Background: an optimization exercise with open tools, aiming at a short achievable clock period and few clock cycles. Do not read the settings as production practice.
Function was checked by simulation only, so behaviour that the tests miss may differ from the original.

--- design.v ---
package lpf_pkg;
  localparam int VALUE_WIDTH = 64;
  localparam int OUT_WIDTH   = 64;
  localparam int CNT_W       = $clog2(VALUE_WIDTH + 1);
  localparam logic STATUS_OK   = 1'b0;
  localparam logic STATUS_ZERO = 1'b1;
  localparam int SMALL_LIMIT = 2048;
  localparam int DIV_W       = 12;
  localparam int PRIME_W     = 11;
  localparam int NLANE       = 337;
  localparam int IDX_W       = 9;
  localparam int NLANE_P2    = 512;
  localparam logic [NLANE*DIV_W-1:0] LANE_MOD = {
    12'd2039, 12'd2029, 12'd2027, 12'd2017, 12'd2011, 12'd2003, 12'd1999, 12'd1997, 12'd1993, 12'd1987,
    12'd1979, 12'd1973, 12'd1951, 12'd1949, 12'd1933, 12'd1931, 12'd1913, 12'd1907, 12'd1901, 12'd1889,
    12'd1879, 12'd1877, 12'd1873, 12'd1871, 12'd1867, 12'd1861, 12'd1847, 12'd1831, 12'd1823, 12'd1811,
    12'd1801, 12'd1789, 12'd1787, 12'd1783, 12'd1777, 12'd1759, 12'd1753, 12'd1747, 12'd1741, 12'd1733,
    12'd1723, 12'd1721, 12'd1709, 12'd1699, 12'd1697, 12'd1693, 12'd1669, 12'd1667, 12'd1663, 12'd1657,
    12'd1637, 12'd1627, 12'd1621, 12'd1619, 12'd1613, 12'd1609, 12'd1607, 12'd1601, 12'd1597, 12'd1583,
    12'd1579, 12'd1571, 12'd1567, 12'd1559, 12'd1553, 12'd1549, 12'd1543, 12'd1531, 12'd1523, 12'd1511,
    12'd1499, 12'd1493, 12'd1489, 12'd1487, 12'd1483, 12'd1481, 12'd1471, 12'd1459, 12'd1453, 12'd1451,
    12'd1447, 12'd1439, 12'd1433, 12'd1429, 12'd1427, 12'd1423, 12'd1409, 12'd1399, 12'd1381, 12'd1373,
    12'd1367, 12'd1361, 12'd1327, 12'd1321, 12'd1319, 12'd1307, 12'd1303, 12'd1301, 12'd1297, 12'd1291,
    12'd1289, 12'd1283, 12'd1279, 12'd1277, 12'd1259, 12'd1249, 12'd1237, 12'd1231, 12'd1229, 12'd1223,
    12'd1217, 12'd1213, 12'd1201, 12'd1193, 12'd1187, 12'd1181, 12'd1171, 12'd1163, 12'd1153, 12'd1151,
    12'd1129, 12'd1123, 12'd1117, 12'd1109, 12'd1103, 12'd1097, 12'd1093, 12'd1091, 12'd1087, 12'd1069,
    12'd1063, 12'd1061, 12'd1051, 12'd1049, 12'd1039, 12'd1033, 12'd1031, 12'd1021, 12'd1019, 12'd1013,
    12'd1009, 12'd997, 12'd991, 12'd983, 12'd977, 12'd971, 12'd967, 12'd953, 12'd947, 12'd941,
    12'd937, 12'd929, 12'd919, 12'd911, 12'd907, 12'd887, 12'd883, 12'd881, 12'd877, 12'd863,
    12'd859, 12'd857, 12'd853, 12'd839, 12'd829, 12'd827, 12'd823, 12'd821, 12'd811, 12'd809,
    12'd797, 12'd787, 12'd773, 12'd769, 12'd761, 12'd757, 12'd751, 12'd743, 12'd739, 12'd733,
    12'd727, 12'd719, 12'd709, 12'd701, 12'd691, 12'd683, 12'd677, 12'd673, 12'd661, 12'd659,
    12'd653, 12'd647, 12'd643, 12'd641, 12'd631, 12'd619, 12'd617, 12'd613, 12'd607, 12'd601,
    12'd599, 12'd593, 12'd587, 12'd577, 12'd571, 12'd569, 12'd563, 12'd557, 12'd547, 12'd541,
    12'd523, 12'd521, 12'd509, 12'd503, 12'd499, 12'd491, 12'd487, 12'd479, 12'd467, 12'd463,
    12'd461, 12'd457, 12'd449, 12'd443, 12'd439, 12'd433, 12'd431, 12'd421, 12'd419, 12'd409,
    12'd401, 12'd397, 12'd389, 12'd383, 12'd379, 12'd373, 12'd367, 12'd359, 12'd353, 12'd349,
    12'd347, 12'd337, 12'd331, 12'd317, 12'd313, 12'd311, 12'd307, 12'd293, 12'd283, 12'd281,
    12'd277, 12'd271, 12'd269, 12'd263, 12'd257, 12'd251, 12'd241, 12'd239, 12'd233, 12'd229,
    12'd227, 12'd223, 12'd211, 12'd199, 12'd197, 12'd193, 12'd191, 12'd181, 12'd179, 12'd173,
    12'd167, 12'd163, 12'd157, 12'd151, 12'd149, 12'd139, 12'd137, 12'd131, 12'd127, 12'd113,
    12'd109, 12'd107, 12'd103, 12'd101, 12'd97, 12'd89, 12'd83, 12'd79, 12'd73, 12'd71,
    12'd67, 12'd61, 12'd3721, 12'd59, 12'd3481, 12'd53, 12'd2809, 12'd47, 12'd2209, 12'd43,
    12'd1849, 12'd41, 12'd1681, 12'd37, 12'd1369, 12'd31, 12'd961, 12'd29, 12'd841, 12'd23,
    12'd529, 12'd19, 12'd361, 12'd17, 12'd289, 12'd13, 12'd169, 12'd2197, 12'd11, 12'd121,
    12'd1331, 12'd7, 12'd49, 12'd343, 12'd2401, 12'd5, 12'd25, 12'd125, 12'd625, 12'd3125,
    12'd3, 12'd9, 12'd27, 12'd81, 12'd243, 12'd729, 12'd2187
  };
  function automatic logic [DIV_W+PRIME_W-1:0] lane_info(input logic [IDX_W-1:0] idx);
    case (idx)
      9'd0: lane_info = {12'd2187, 11'd3};
      9'd1: lane_info = {12'd729, 11'd3};
      9'd2: lane_info = {12'd243, 11'd3};
      9'd3: lane_info = {12'd81, 11'd3};
      9'd4: lane_info = {12'd27, 11'd3};
      9'd5: lane_info = {12'd9, 11'd3};
      9'd6: lane_info = {12'd3, 11'd3};
      9'd7: lane_info = {12'd3125, 11'd5};
      9'd8: lane_info = {12'd625, 11'd5};
      9'd9: lane_info = {12'd125, 11'd5};
      9'd10: lane_info = {12'd25, 11'd5};
      9'd11: lane_info = {12'd5, 11'd5};
      9'd12: lane_info = {12'd2401, 11'd7};
      9'd13: lane_info = {12'd343, 11'd7};
      9'd14: lane_info = {12'd49, 11'd7};
      9'd15: lane_info = {12'd7, 11'd7};
      9'd16: lane_info = {12'd1331, 11'd11};
      9'd17: lane_info = {12'd121, 11'd11};
      9'd18: lane_info = {12'd11, 11'd11};
      9'd19: lane_info = {12'd2197, 11'd13};
      9'd20: lane_info = {12'd169, 11'd13};
      9'd21: lane_info = {12'd13, 11'd13};
      9'd22: lane_info = {12'd289, 11'd17};
      9'd23: lane_info = {12'd17, 11'd17};
      9'd24: lane_info = {12'd361, 11'd19};
      9'd25: lane_info = {12'd19, 11'd19};
      9'd26: lane_info = {12'd529, 11'd23};
      9'd27: lane_info = {12'd23, 11'd23};
      9'd28: lane_info = {12'd841, 11'd29};
      9'd29: lane_info = {12'd29, 11'd29};
      9'd30: lane_info = {12'd961, 11'd31};
      9'd31: lane_info = {12'd31, 11'd31};
      9'd32: lane_info = {12'd1369, 11'd37};
      9'd33: lane_info = {12'd37, 11'd37};
      9'd34: lane_info = {12'd1681, 11'd41};
      9'd35: lane_info = {12'd41, 11'd41};
      9'd36: lane_info = {12'd1849, 11'd43};
      9'd37: lane_info = {12'd43, 11'd43};
      9'd38: lane_info = {12'd2209, 11'd47};
      9'd39: lane_info = {12'd47, 11'd47};
      9'd40: lane_info = {12'd2809, 11'd53};
      9'd41: lane_info = {12'd53, 11'd53};
      9'd42: lane_info = {12'd3481, 11'd59};
      9'd43: lane_info = {12'd59, 11'd59};
      9'd44: lane_info = {12'd3721, 11'd61};
      9'd45: lane_info = {12'd61, 11'd61};
      9'd46: lane_info = {12'd67, 11'd67};
      9'd47: lane_info = {12'd71, 11'd71};
      9'd48: lane_info = {12'd73, 11'd73};
      9'd49: lane_info = {12'd79, 11'd79};
      9'd50: lane_info = {12'd83, 11'd83};
      9'd51: lane_info = {12'd89, 11'd89};
      9'd52: lane_info = {12'd97, 11'd97};
      9'd53: lane_info = {12'd101, 11'd101};
      9'd54: lane_info = {12'd103, 11'd103};
      9'd55: lane_info = {12'd107, 11'd107};
      9'd56: lane_info = {12'd109, 11'd109};
      9'd57: lane_info = {12'd113, 11'd113};
      9'd58: lane_info = {12'd127, 11'd127};
      9'd59: lane_info = {12'd131, 11'd131};
      9'd60: lane_info = {12'd137, 11'd137};
      9'd61: lane_info = {12'd139, 11'd139};
      9'd62: lane_info = {12'd149, 11'd149};
      9'd63: lane_info = {12'd151, 11'd151};
      9'd64: lane_info = {12'd157, 11'd157};
      9'd65: lane_info = {12'd163, 11'd163};
      9'd66: lane_info = {12'd167, 11'd167};
      9'd67: lane_info = {12'd173, 11'd173};
      9'd68: lane_info = {12'd179, 11'd179};
      9'd69: lane_info = {12'd181, 11'd181};
      9'd70: lane_info = {12'd191, 11'd191};
      9'd71: lane_info = {12'd193, 11'd193};
      9'd72: lane_info = {12'd197, 11'd197};
      9'd73: lane_info = {12'd199, 11'd199};
      9'd74: lane_info = {12'd211, 11'd211};
      9'd75: lane_info = {12'd223, 11'd223};
      9'd76: lane_info = {12'd227, 11'd227};
      9'd77: lane_info = {12'd229, 11'd229};
      9'd78: lane_info = {12'd233, 11'd233};
      9'd79: lane_info = {12'd239, 11'd239};
      9'd80: lane_info = {12'd241, 11'd241};
      9'd81: lane_info = {12'd251, 11'd251};
      9'd82: lane_info = {12'd257, 11'd257};
      9'd83: lane_info = {12'd263, 11'd263};
      9'd84: lane_info = {12'd269, 11'd269};
      9'd85: lane_info = {12'd271, 11'd271};
      9'd86: lane_info = {12'd277, 11'd277};
      9'd87: lane_info = {12'd281, 11'd281};
      9'd88: lane_info = {12'd283, 11'd283};
      9'd89: lane_info = {12'd293, 11'd293};
      9'd90: lane_info = {12'd307, 11'd307};
      9'd91: lane_info = {12'd311, 11'd311};
      9'd92: lane_info = {12'd313, 11'd313};
      9'd93: lane_info = {12'd317, 11'd317};
      9'd94: lane_info = {12'd331, 11'd331};
      9'd95: lane_info = {12'd337, 11'd337};
      9'd96: lane_info = {12'd347, 11'd347};
      9'd97: lane_info = {12'd349, 11'd349};
      9'd98: lane_info = {12'd353, 11'd353};
      9'd99: lane_info = {12'd359, 11'd359};
      9'd100: lane_info = {12'd367, 11'd367};
      9'd101: lane_info = {12'd373, 11'd373};
      9'd102: lane_info = {12'd379, 11'd379};
      9'd103: lane_info = {12'd383, 11'd383};
      9'd104: lane_info = {12'd389, 11'd389};
      9'd105: lane_info = {12'd397, 11'd397};
      9'd106: lane_info = {12'd401, 11'd401};
      9'd107: lane_info = {12'd409, 11'd409};
      9'd108: lane_info = {12'd419, 11'd419};
      9'd109: lane_info = {12'd421, 11'd421};
      9'd110: lane_info = {12'd431, 11'd431};
      9'd111: lane_info = {12'd433, 11'd433};
      9'd112: lane_info = {12'd439, 11'd439};
      9'd113: lane_info = {12'd443, 11'd443};
      9'd114: lane_info = {12'd449, 11'd449};
      9'd115: lane_info = {12'd457, 11'd457};
      9'd116: lane_info = {12'd461, 11'd461};
      9'd117: lane_info = {12'd463, 11'd463};
      9'd118: lane_info = {12'd467, 11'd467};
      9'd119: lane_info = {12'd479, 11'd479};
      9'd120: lane_info = {12'd487, 11'd487};
      9'd121: lane_info = {12'd491, 11'd491};
      9'd122: lane_info = {12'd499, 11'd499};
      9'd123: lane_info = {12'd503, 11'd503};
      9'd124: lane_info = {12'd509, 11'd509};
      9'd125: lane_info = {12'd521, 11'd521};
      9'd126: lane_info = {12'd523, 11'd523};
      9'd127: lane_info = {12'd541, 11'd541};
      9'd128: lane_info = {12'd547, 11'd547};
      9'd129: lane_info = {12'd557, 11'd557};
      9'd130: lane_info = {12'd563, 11'd563};
      9'd131: lane_info = {12'd569, 11'd569};
      9'd132: lane_info = {12'd571, 11'd571};
      9'd133: lane_info = {12'd577, 11'd577};
      9'd134: lane_info = {12'd587, 11'd587};
      9'd135: lane_info = {12'd593, 11'd593};
      9'd136: lane_info = {12'd599, 11'd599};
      9'd137: lane_info = {12'd601, 11'd601};
      9'd138: lane_info = {12'd607, 11'd607};
      9'd139: lane_info = {12'd613, 11'd613};
      9'd140: lane_info = {12'd617, 11'd617};
      9'd141: lane_info = {12'd619, 11'd619};
      9'd142: lane_info = {12'd631, 11'd631};
      9'd143: lane_info = {12'd641, 11'd641};
      9'd144: lane_info = {12'd643, 11'd643};
      9'd145: lane_info = {12'd647, 11'd647};
      9'd146: lane_info = {12'd653, 11'd653};
      9'd147: lane_info = {12'd659, 11'd659};
      9'd148: lane_info = {12'd661, 11'd661};
      9'd149: lane_info = {12'd673, 11'd673};
      9'd150: lane_info = {12'd677, 11'd677};
      9'd151: lane_info = {12'd683, 11'd683};
      9'd152: lane_info = {12'd691, 11'd691};
      9'd153: lane_info = {12'd701, 11'd701};
      9'd154: lane_info = {12'd709, 11'd709};
      9'd155: lane_info = {12'd719, 11'd719};
      9'd156: lane_info = {12'd727, 11'd727};
      9'd157: lane_info = {12'd733, 11'd733};
      9'd158: lane_info = {12'd739, 11'd739};
      9'd159: lane_info = {12'd743, 11'd743};
      9'd160: lane_info = {12'd751, 11'd751};
      9'd161: lane_info = {12'd757, 11'd757};
      9'd162: lane_info = {12'd761, 11'd761};
      9'd163: lane_info = {12'd769, 11'd769};
      9'd164: lane_info = {12'd773, 11'd773};
      9'd165: lane_info = {12'd787, 11'd787};
      9'd166: lane_info = {12'd797, 11'd797};
      9'd167: lane_info = {12'd809, 11'd809};
      9'd168: lane_info = {12'd811, 11'd811};
      9'd169: lane_info = {12'd821, 11'd821};
      9'd170: lane_info = {12'd823, 11'd823};
      9'd171: lane_info = {12'd827, 11'd827};
      9'd172: lane_info = {12'd829, 11'd829};
      9'd173: lane_info = {12'd839, 11'd839};
      9'd174: lane_info = {12'd853, 11'd853};
      9'd175: lane_info = {12'd857, 11'd857};
      9'd176: lane_info = {12'd859, 11'd859};
      9'd177: lane_info = {12'd863, 11'd863};
      9'd178: lane_info = {12'd877, 11'd877};
      9'd179: lane_info = {12'd881, 11'd881};
      9'd180: lane_info = {12'd883, 11'd883};
      9'd181: lane_info = {12'd887, 11'd887};
      9'd182: lane_info = {12'd907, 11'd907};
      9'd183: lane_info = {12'd911, 11'd911};
      9'd184: lane_info = {12'd919, 11'd919};
      9'd185: lane_info = {12'd929, 11'd929};
      9'd186: lane_info = {12'd937, 11'd937};
      9'd187: lane_info = {12'd941, 11'd941};
      9'd188: lane_info = {12'd947, 11'd947};
      9'd189: lane_info = {12'd953, 11'd953};
      9'd190: lane_info = {12'd967, 11'd967};
      9'd191: lane_info = {12'd971, 11'd971};
      9'd192: lane_info = {12'd977, 11'd977};
      9'd193: lane_info = {12'd983, 11'd983};
      9'd194: lane_info = {12'd991, 11'd991};
      9'd195: lane_info = {12'd997, 11'd997};
      9'd196: lane_info = {12'd1009, 11'd1009};
      9'd197: lane_info = {12'd1013, 11'd1013};
      9'd198: lane_info = {12'd1019, 11'd1019};
      9'd199: lane_info = {12'd1021, 11'd1021};
      9'd200: lane_info = {12'd1031, 11'd1031};
      9'd201: lane_info = {12'd1033, 11'd1033};
      9'd202: lane_info = {12'd1039, 11'd1039};
      9'd203: lane_info = {12'd1049, 11'd1049};
      9'd204: lane_info = {12'd1051, 11'd1051};
      9'd205: lane_info = {12'd1061, 11'd1061};
      9'd206: lane_info = {12'd1063, 11'd1063};
      9'd207: lane_info = {12'd1069, 11'd1069};
      9'd208: lane_info = {12'd1087, 11'd1087};
      9'd209: lane_info = {12'd1091, 11'd1091};
      9'd210: lane_info = {12'd1093, 11'd1093};
      9'd211: lane_info = {12'd1097, 11'd1097};
      9'd212: lane_info = {12'd1103, 11'd1103};
      9'd213: lane_info = {12'd1109, 11'd1109};
      9'd214: lane_info = {12'd1117, 11'd1117};
      9'd215: lane_info = {12'd1123, 11'd1123};
      9'd216: lane_info = {12'd1129, 11'd1129};
      9'd217: lane_info = {12'd1151, 11'd1151};
      9'd218: lane_info = {12'd1153, 11'd1153};
      9'd219: lane_info = {12'd1163, 11'd1163};
      9'd220: lane_info = {12'd1171, 11'd1171};
      9'd221: lane_info = {12'd1181, 11'd1181};
      9'd222: lane_info = {12'd1187, 11'd1187};
      9'd223: lane_info = {12'd1193, 11'd1193};
      9'd224: lane_info = {12'd1201, 11'd1201};
      9'd225: lane_info = {12'd1213, 11'd1213};
      9'd226: lane_info = {12'd1217, 11'd1217};
      9'd227: lane_info = {12'd1223, 11'd1223};
      9'd228: lane_info = {12'd1229, 11'd1229};
      9'd229: lane_info = {12'd1231, 11'd1231};
      9'd230: lane_info = {12'd1237, 11'd1237};
      9'd231: lane_info = {12'd1249, 11'd1249};
      9'd232: lane_info = {12'd1259, 11'd1259};
      9'd233: lane_info = {12'd1277, 11'd1277};
      9'd234: lane_info = {12'd1279, 11'd1279};
      9'd235: lane_info = {12'd1283, 11'd1283};
      9'd236: lane_info = {12'd1289, 11'd1289};
      9'd237: lane_info = {12'd1291, 11'd1291};
      9'd238: lane_info = {12'd1297, 11'd1297};
      9'd239: lane_info = {12'd1301, 11'd1301};
      9'd240: lane_info = {12'd1303, 11'd1303};
      9'd241: lane_info = {12'd1307, 11'd1307};
      9'd242: lane_info = {12'd1319, 11'd1319};
      9'd243: lane_info = {12'd1321, 11'd1321};
      9'd244: lane_info = {12'd1327, 11'd1327};
      9'd245: lane_info = {12'd1361, 11'd1361};
      9'd246: lane_info = {12'd1367, 11'd1367};
      9'd247: lane_info = {12'd1373, 11'd1373};
      9'd248: lane_info = {12'd1381, 11'd1381};
      9'd249: lane_info = {12'd1399, 11'd1399};
      9'd250: lane_info = {12'd1409, 11'd1409};
      9'd251: lane_info = {12'd1423, 11'd1423};
      9'd252: lane_info = {12'd1427, 11'd1427};
      9'd253: lane_info = {12'd1429, 11'd1429};
      9'd254: lane_info = {12'd1433, 11'd1433};
      9'd255: lane_info = {12'd1439, 11'd1439};
      9'd256: lane_info = {12'd1447, 11'd1447};
      9'd257: lane_info = {12'd1451, 11'd1451};
      9'd258: lane_info = {12'd1453, 11'd1453};
      9'd259: lane_info = {12'd1459, 11'd1459};
      9'd260: lane_info = {12'd1471, 11'd1471};
      9'd261: lane_info = {12'd1481, 11'd1481};
      9'd262: lane_info = {12'd1483, 11'd1483};
      9'd263: lane_info = {12'd1487, 11'd1487};
      9'd264: lane_info = {12'd1489, 11'd1489};
      9'd265: lane_info = {12'd1493, 11'd1493};
      9'd266: lane_info = {12'd1499, 11'd1499};
      9'd267: lane_info = {12'd1511, 11'd1511};
      9'd268: lane_info = {12'd1523, 11'd1523};
      9'd269: lane_info = {12'd1531, 11'd1531};
      9'd270: lane_info = {12'd1543, 11'd1543};
      9'd271: lane_info = {12'd1549, 11'd1549};
      9'd272: lane_info = {12'd1553, 11'd1553};
      9'd273: lane_info = {12'd1559, 11'd1559};
      9'd274: lane_info = {12'd1567, 11'd1567};
      9'd275: lane_info = {12'd1571, 11'd1571};
      9'd276: lane_info = {12'd1579, 11'd1579};
      9'd277: lane_info = {12'd1583, 11'd1583};
      9'd278: lane_info = {12'd1597, 11'd1597};
      9'd279: lane_info = {12'd1601, 11'd1601};
      9'd280: lane_info = {12'd1607, 11'd1607};
      9'd281: lane_info = {12'd1609, 11'd1609};
      9'd282: lane_info = {12'd1613, 11'd1613};
      9'd283: lane_info = {12'd1619, 11'd1619};
      9'd284: lane_info = {12'd1621, 11'd1621};
      9'd285: lane_info = {12'd1627, 11'd1627};
      9'd286: lane_info = {12'd1637, 11'd1637};
      9'd287: lane_info = {12'd1657, 11'd1657};
      9'd288: lane_info = {12'd1663, 11'd1663};
      9'd289: lane_info = {12'd1667, 11'd1667};
      9'd290: lane_info = {12'd1669, 11'd1669};
      9'd291: lane_info = {12'd1693, 11'd1693};
      9'd292: lane_info = {12'd1697, 11'd1697};
      9'd293: lane_info = {12'd1699, 11'd1699};
      9'd294: lane_info = {12'd1709, 11'd1709};
      9'd295: lane_info = {12'd1721, 11'd1721};
      9'd296: lane_info = {12'd1723, 11'd1723};
      9'd297: lane_info = {12'd1733, 11'd1733};
      9'd298: lane_info = {12'd1741, 11'd1741};
      9'd299: lane_info = {12'd1747, 11'd1747};
      9'd300: lane_info = {12'd1753, 11'd1753};
      9'd301: lane_info = {12'd1759, 11'd1759};
      9'd302: lane_info = {12'd1777, 11'd1777};
      9'd303: lane_info = {12'd1783, 11'd1783};
      9'd304: lane_info = {12'd1787, 11'd1787};
      9'd305: lane_info = {12'd1789, 11'd1789};
      9'd306: lane_info = {12'd1801, 11'd1801};
      9'd307: lane_info = {12'd1811, 11'd1811};
      9'd308: lane_info = {12'd1823, 11'd1823};
      9'd309: lane_info = {12'd1831, 11'd1831};
      9'd310: lane_info = {12'd1847, 11'd1847};
      9'd311: lane_info = {12'd1861, 11'd1861};
      9'd312: lane_info = {12'd1867, 11'd1867};
      9'd313: lane_info = {12'd1871, 11'd1871};
      9'd314: lane_info = {12'd1873, 11'd1873};
      9'd315: lane_info = {12'd1877, 11'd1877};
      9'd316: lane_info = {12'd1879, 11'd1879};
      9'd317: lane_info = {12'd1889, 11'd1889};
      9'd318: lane_info = {12'd1901, 11'd1901};
      9'd319: lane_info = {12'd1907, 11'd1907};
      9'd320: lane_info = {12'd1913, 11'd1913};
      9'd321: lane_info = {12'd1931, 11'd1931};
      9'd322: lane_info = {12'd1933, 11'd1933};
      9'd323: lane_info = {12'd1949, 11'd1949};
      9'd324: lane_info = {12'd1951, 11'd1951};
      9'd325: lane_info = {12'd1973, 11'd1973};
      9'd326: lane_info = {12'd1979, 11'd1979};
      9'd327: lane_info = {12'd1987, 11'd1987};
      9'd328: lane_info = {12'd1993, 11'd1993};
      9'd329: lane_info = {12'd1997, 11'd1997};
      9'd330: lane_info = {12'd1999, 11'd1999};
      9'd331: lane_info = {12'd2003, 11'd2003};
      9'd332: lane_info = {12'd2011, 11'd2011};
      9'd333: lane_info = {12'd2017, 11'd2017};
      9'd334: lane_info = {12'd2027, 11'd2027};
      9'd335: lane_info = {12'd2029, 11'd2029};
      9'd336: lane_info = {12'd2039, 11'd2039};
      default: lane_info = '0;
    endcase
  endfunction
  typedef struct packed {
    logic                   start;
    logic [VALUE_WIDTH-1:0] dividend;
    logic [VALUE_WIDTH-1:0] divisor;
  } div_req_t;
  typedef struct packed {
    logic                   done;
    logic [VALUE_WIDTH-1:0] quot;
    logic [VALUE_WIDTH-1:0] rem;
  } div_rsp_t;
endpackage
module lpf_div (
  input  logic              clk,
  input  logic              rst_n,
  input  lpf_pkg::div_req_t req,
  output lpf_pkg::div_rsp_t rsp
);
  logic [lpf_pkg::VALUE_WIDTH-1:0] quo_r, quo_nxt;
  logic [lpf_pkg::VALUE_WIDTH-1:0] rem_r, rem_nxt;
  logic [lpf_pkg::VALUE_WIDTH-1:0] divisor_r, divisor_nxt;
  logic [lpf_pkg::CNT_W-1:0]       cnt_r, cnt_nxt;
  logic                            busy_r, busy_nxt;
  logic                            done_r, done_nxt;
  logic [lpf_pkg::VALUE_WIDTH:0]   shifted;
  logic [lpf_pkg::VALUE_WIDTH:0]   diff;
  always_comb begin
    shifted     = {rem_r, quo_r[lpf_pkg::VALUE_WIDTH-1]};
    diff        = shifted - {1'b0, divisor_r};
    quo_nxt     = quo_r;
    rem_nxt     = rem_r;
    divisor_nxt = divisor_r;
    cnt_nxt     = cnt_r;
    busy_nxt    = busy_r;
    done_nxt    = 1'b0;
    if (req.start) begin
      quo_nxt     = req.dividend;
      rem_nxt     = '0;
      divisor_nxt = req.divisor;
      cnt_nxt     = lpf_pkg::CNT_W'(lpf_pkg::VALUE_WIDTH);
      busy_nxt    = 1'b1;
    end else if (busy_r) begin
      if (!diff[lpf_pkg::VALUE_WIDTH]) begin
        rem_nxt = diff[lpf_pkg::VALUE_WIDTH-1:0];
        quo_nxt = {quo_r[lpf_pkg::VALUE_WIDTH-2:0], 1'b1};
      end else begin
        rem_nxt = shifted[lpf_pkg::VALUE_WIDTH-1:0];
        quo_nxt = {quo_r[lpf_pkg::VALUE_WIDTH-2:0], 1'b0};
      end
      cnt_nxt = cnt_r - lpf_pkg::CNT_W'(1);
      if (cnt_r == lpf_pkg::CNT_W'(1)) begin
        busy_nxt = 1'b0;
        done_nxt = 1'b1;
      end
    end
  end
  always_ff @(posedge clk) begin
    if (!rst_n) begin
      busy_r <= 1'b0;
      done_r <= 1'b0;
      cnt_r  <= '0;
    end else begin
      busy_r <= busy_nxt;
      done_r <= done_nxt;
      cnt_r  <= cnt_nxt;
    end
  end
  always_ff @(posedge clk) begin
    quo_r     <= quo_nxt;
    rem_r     <= rem_nxt;
    divisor_r <= divisor_nxt;
  end
  assign rsp.done = done_r;
  assign rsp.quot = quo_r;
  assign rsp.rem  = rem_r;
endmodule
module lpf_lane #(
  parameter int M = 3
) (
  input  logic       clk,
  input  logic       en,
  input  logic       clr,
  input  logic [7:0] ch,
  output logic       zero
);
  localparam int RW = $clog2(M);
  logic [RW-1:0] r_q, r_nxt;
  always_comb begin
    logic [RW:0]   t;
    logic [RW-1:0] r;
    r = clr ? '0 : r_q;
    for (int k = 7; k >= 0; k--) begin
      t = {r, ch[k]};
      if (t >= (RW+1)'(M)) t = t - (RW+1)'(M);
      r = t[RW-1:0];
    end
    r_nxt = r;
  end
  always_ff @(posedge clk) begin
    if (en) r_q <= r_nxt;
  end
  assign zero = (r_q == '0);
endmodule
module lpf_fdiv_step (
  input  logic [lpf_pkg::DIV_W-1:0] d,
  input  logic [lpf_pkg::DIV_W-1:0] rem_i,
  input  logic [7:0]                ch,
  output logic [lpf_pkg::DIV_W-1:0] rem_o,
  output logic [7:0]                q
);
  always_comb begin
    logic [lpf_pkg::DIV_W:0]   t;
    logic [lpf_pkg::DIV_W:0]   df;
    logic [lpf_pkg::DIV_W-1:0] r;
    r = rem_i;
    for (int k = 7; k >= 0; k--) begin
      t  = {r, ch[k]};
      df = t - {1'b0, d};
      q[k] = !df[lpf_pkg::DIV_W];
      r  = q[k] ? df[lpf_pkg::DIV_W-1:0] : t[lpf_pkg::DIV_W-1:0];
    end
    rem_o = r;
  end
endmodule
module largest_prime_factor (
  input  logic                          clk,
  input  logic                          rst_n,
  input  logic                          in_valid,
  output logic                          in_stall,
  input  logic [lpf_pkg::OUT_WIDTH-1:0] in_value,
  output logic                          out_valid,
  input  logic                          out_stall,
  output logic [lpf_pkg::OUT_WIDTH-1:0] out_largest_factor,
  output logic                          out_status
);
  localparam int VW  = lpf_pkg::VALUE_WIDTH;
  localparam int DW  = lpf_pkg::DIV_W;
  localparam int PW  = lpf_pkg::PRIME_W;
  localparam int NL  = lpf_pkg::NLANE;
  localparam int IW  = lpf_pkg::IDX_W;
  localparam int NP2 = lpf_pkg::NLANE_P2;
  typedef enum logic [2:0] {
    S_IDLE,
    S_SEL,
    S_DIV,
    S_LAG,
    S_FB,
    S_DONE
  } st_t;
  logic          ibuf_v;
  logic [VW-1:0] ibuf;
  logic          sbuf_v;
  logic [VW-1:0] sbuf_m;
  logic          sbuf_two;
  logic          sbuf_zero;
  logic          core_load;
  assign in_stall = ibuf_v;
  logic [VW-1:0] strip_m;
  always_comb begin
    logic [VW-1:0] v;
    v = ibuf;
    for (int s = 5; s >= 0; s--) begin
      if ((v & ((VW'(1) << (1 << s)) - VW'(1))) == '0) v = v >> (1 << s);
    end
    strip_m = v;
  end
  always_ff @(posedge clk) begin
    if (!rst_n) begin
      ibuf_v <= 1'b0;
      sbuf_v <= 1'b0;
    end else begin
      if (in_valid && !ibuf_v) ibuf_v <= 1'b1;
      else if (ibuf_v && !sbuf_v) ibuf_v <= 1'b0;
      if (ibuf_v && !sbuf_v) sbuf_v <= 1'b1;
      else if (core_load) sbuf_v <= 1'b0;
    end
  end
  always_ff @(posedge clk) begin
    if (!ibuf_v) ibuf <= in_value;
    if (!sbuf_v) begin
      sbuf_m    <= strip_m;
      sbuf_two  <= !ibuf[0] && (ibuf != '0);
      sbuf_zero <= (ibuf == '0);
    end
  end
  st_t           st_r, st_nxt;
  logic [VW-1:0] c_r, c_nxt;
  logic [VW-1:0] best_r, best_nxt;
  logic          stat_r, stat_nxt;
  logic          first_r, first_nxt;
  logic [DW-1:0] dv_r, dv_nxt;
  logic [DW-1:0] rem_r, rem_nxt;
  logic [2:0]    j_r, j_nxt;
  logic          qv_r, qv_nxt;
  logic          qfirst_r, qfirst_nxt;
  logic [7:0]    qch_r, qch_nxt;
  logic          dfirst_r, dfirst_nxt;
  logic [VW-1:0] fd_r, fd_nxt;
  logic          out_valid_r, out_valid_nxt;
  logic [VW-1:0] out_factor_r, out_factor_nxt;
  logic          out_status_r, out_status_nxt;
  logic [NP2-1:0] lz;
  for (genvar i = 0; i < NL; i++) begin : g_lane
    lpf_lane #(
      .M (int'(lpf_pkg::LANE_MOD[i*DW +: DW]))
    ) u_lane (
      .clk  (clk),
      .en   (qv_r),
      .clr  (qfirst_r),
      .ch   (qch_r),
      .zero (lz[i])
    );
  end
  if (NP2 > NL) begin : g_pad
    assign lz[NP2-1:NL] = '0;
  end
  logic          sel_any;
  logic [IW-1:0] sel_idx;
  always_comb begin
    logic [2*NP2-1:0]    t_any;
    logic [2*NP2*IW-1:0] t_idx;
    t_any = '0;
    t_idx = '0;
    for (int n = 0; n < NP2; n++) begin
      t_any[NP2 + n]            = lz[n];
      t_idx[(NP2 + n)*IW +: IW] = IW'(n);
    end
    for (int n = NP2 - 1; n >= 1; n--) begin
      t_any[n]          = t_any[2*n] | t_any[2*n+1];
      t_idx[n*IW +: IW] = t_any[2*n] ? t_idx[2*n*IW +: IW] : t_idx[(2*n+1)*IW +: IW];
    end
    sel_any = t_any[1];
    sel_idx = t_idx[IW +: IW];
  end
  logic [DW+PW-1:0] sel_info;
  assign sel_info = lpf_pkg::lane_info(sel_idx);
  logic [2:0] c_top;
  always_comb begin
    c_top = '0;
    for (int k = 1; k < 8; k++) begin
      if (c_r[8*k +: 8] != '0) c_top = 3'(k);
    end
  end
  logic [7:0]    div_ch;
  logic [7:0]    div_q;
  logic [DW-1:0] div_rem;
  assign div_ch = c_r[8*j_r +: 8];
  lpf_fdiv_step u_fdiv (
    .d     (dv_r),
    .rem_i (rem_r),
    .ch    (div_ch),
    .rem_o (div_rem),
    .q     (div_q)
  );
  lpf_pkg::div_req_t div_req;
  lpf_pkg::div_rsp_t div_rsp;
  lpf_div u_div (
    .clk   (clk),
    .rst_n (rst_n),
    .req   (div_req),
    .rsp   (div_rsp)
  );
  logic          out_free;
  logic          fin;
  logic [VW-1:0] fin_best;
  logic          fin_stat;
  assign out_free = !out_valid_r || !out_stall;
  always_comb begin
    st_nxt           = st_r;
    c_nxt            = c_r;
    best_nxt         = best_r;
    stat_nxt         = stat_r;
    first_nxt        = first_r;
    dv_nxt           = dv_r;
    rem_nxt          = rem_r;
    j_nxt            = j_r;
    qv_nxt           = 1'b0;
    qfirst_nxt       = 1'b0;
    qch_nxt          = qch_r;
    dfirst_nxt       = dfirst_r;
    fd_nxt           = fd_r;
    out_valid_nxt    = out_valid_r && out_stall;
    out_factor_nxt   = out_factor_r;
    out_status_nxt   = out_status_r;
    div_req.start    = 1'b0;
    div_req.dividend = c_r;
    div_req.divisor  = fd_r;
    fin              = 1'b0;
    fin_best         = best_r;
    fin_stat         = stat_r;
    core_load        = 1'b0;
    case (st_r)
      S_IDLE: ;
      S_SEL: begin
        if (first_r) begin
          if (c_r == VW'(1)) begin
            fin = 1'b1;
          end else begin
            first_nxt  = 1'b0;
            dv_nxt     = DW'(1);
            rem_nxt    = '0;
            j_nxt      = c_top;
            dfirst_nxt = 1'b1;
            st_nxt     = S_DIV;
          end
        end else if (sel_any) begin
          dv_nxt     = sel_info[PW +: DW];
          best_nxt   = VW'(sel_info[PW-1:0]);
          rem_nxt    = '0;
          j_nxt      = c_top;
          dfirst_nxt = 1'b1;
          st_nxt     = S_DIV;
        end else if (c_r == VW'(1)) begin
          fin = 1'b1;
        end else if (c_r < VW'(lpf_pkg::SMALL_LIMIT) * VW'(lpf_pkg::SMALL_LIMIT)) begin
          fin      = 1'b1;
          fin_best = c_r;
        end else begin
          fd_nxt          = VW'(lpf_pkg::SMALL_LIMIT + 1);
          div_req.start   = 1'b1;
          div_req.divisor = VW'(lpf_pkg::SMALL_LIMIT + 1);
          st_nxt          = S_FB;
        end
      end
      S_DIV: begin
        c_nxt[8*j_r +: 8] = div_q;
        rem_nxt    = div_rem;
        qch_nxt    = div_q;
        qv_nxt     = 1'b1;
        qfirst_nxt = dfirst_r;
        dfirst_nxt = 1'b0;
        j_nxt      = j_r - 3'd1;
        if (j_r == 3'd0) st_nxt = S_LAG;
      end
      S_LAG: begin
        st_nxt = S_SEL;
      end
      S_FB: begin
        if (div_rsp.done) begin
          if (div_rsp.rem == '0) begin
            c_nxt    = div_rsp.quot;
            best_nxt = fd_r;
            if (div_rsp.quot == VW'(1)) begin
              fin      = 1'b1;
              fin_best = fd_r;
            end else begin
              div_req.start    = 1'b1;
              div_req.dividend = div_rsp.quot;
            end
          end else if (div_rsp.quot < fd_r) begin
            fin      = 1'b1;
            fin_best = c_r;
          end else begin
            fd_nxt          = fd_r + VW'(2);
            div_req.start   = 1'b1;
            div_req.divisor = fd_r + VW'(2);
          end
        end
      end
      S_DONE: begin
        fin = 1'b1;
      end
      default: begin
        st_nxt = S_IDLE;
      end
    endcase
    if (fin) begin
      best_nxt = fin_best;
      stat_nxt = fin_stat;
      if (out_free) begin
        out_factor_nxt = fin_best;
        out_status_nxt = fin_stat;
        out_valid_nxt  = 1'b1;
        st_nxt         = S_IDLE;
      end else begin
        st_nxt = S_DONE;
      end
    end
    if (st_nxt == S_IDLE && sbuf_v) begin
      core_load = 1'b1;
      c_nxt     = sbuf_m;
      best_nxt  = sbuf_two ? VW'(2) : '0;
      stat_nxt  = sbuf_zero ? lpf_pkg::STATUS_ZERO : lpf_pkg::STATUS_OK;
      first_nxt = 1'b1;
      st_nxt    = sbuf_zero ? S_DONE : S_SEL;
    end
  end
  always_ff @(posedge clk) begin
    if (!rst_n) begin
      st_r        <= S_IDLE;
      out_valid_r <= 1'b0;
      qv_r        <= 1'b0;
    end else begin
      st_r        <= st_nxt;
      out_valid_r <= out_valid_nxt;
      qv_r        <= qv_nxt;
    end
  end
  always_ff @(posedge clk) begin
    c_r          <= c_nxt;
    best_r       <= best_nxt;
    stat_r       <= stat_nxt;
    first_r      <= first_nxt;
    dv_r         <= dv_nxt;
    rem_r        <= rem_nxt;
    j_r          <= j_nxt;
    qfirst_r     <= qfirst_nxt;
    qch_r        <= qch_nxt;
    dfirst_r     <= dfirst_nxt;
    fd_r         <= fd_nxt;
    out_factor_r <= out_factor_nxt;
    out_status_r <= out_status_nxt;
  end
  assign out_valid          = out_valid_r;
  assign out_largest_factor = lpf_pkg::OUT_WIDTH'(out_factor_r);
  assign out_status         = out_status_r;
endmodule
--- run.sh ---
#!/bin/bash
# synth_recipe.tcl (not shown) runs the flow's synth.tcl, then flattens the netlist and writes it again
# the make line also repeats each setting of config.mk as NAME=value (left out here)
make -C /OpenROAD-flow-scripts/flow DESIGN_CONFIG=/design/flow/config.mk WORK_HOME=/design/flow/orfs CLKGATE_MAP_FILE= SYNTH_SCRIPT=/design/flow/synth_recipe.tcl finish
--- config.mk ---
export PLATFORM = sky130hd
export DESIGN_NAME = largest_prime_factor
export DESIGN_NICKNAME = largest_prime_factor
export VERILOG_FILES = /design/flow/design.v
export SDC_FILE = /design/flow/constraint.sdc
export NUM_CORES = 4
export LEC_CHECK = 0
export CAP_MARGIN = 20
export CORE_MARGIN = 2
export CORE_UTILIZATION = 40
export SLEW_MARGIN = 20
--- constraint.sdc ---
create_clock -name core_clock -period 8.0 [get_ports {clk}]
set_input_delay 1.6000 -clock core_clock [delete_from_list [all_inputs] [get_ports {clk}]]
set_output_delay 1.6000 -clock core_clock [all_outputs]
set_load 0.01 [all_outputs]
==> run notes <==
==> run notes <==
Outcome
The run stopped with a tool error. Progress stopped at synthesis (1_2_yosys). The first error in the log reads "ERROR: TCL interpreter returned an error: Source files actually used in the design:".

Synthesis
During synthesis, Yosys emitted a total of 340 warnings.
Testbench counts, summed over its fixed seeds: cycles 33,927.
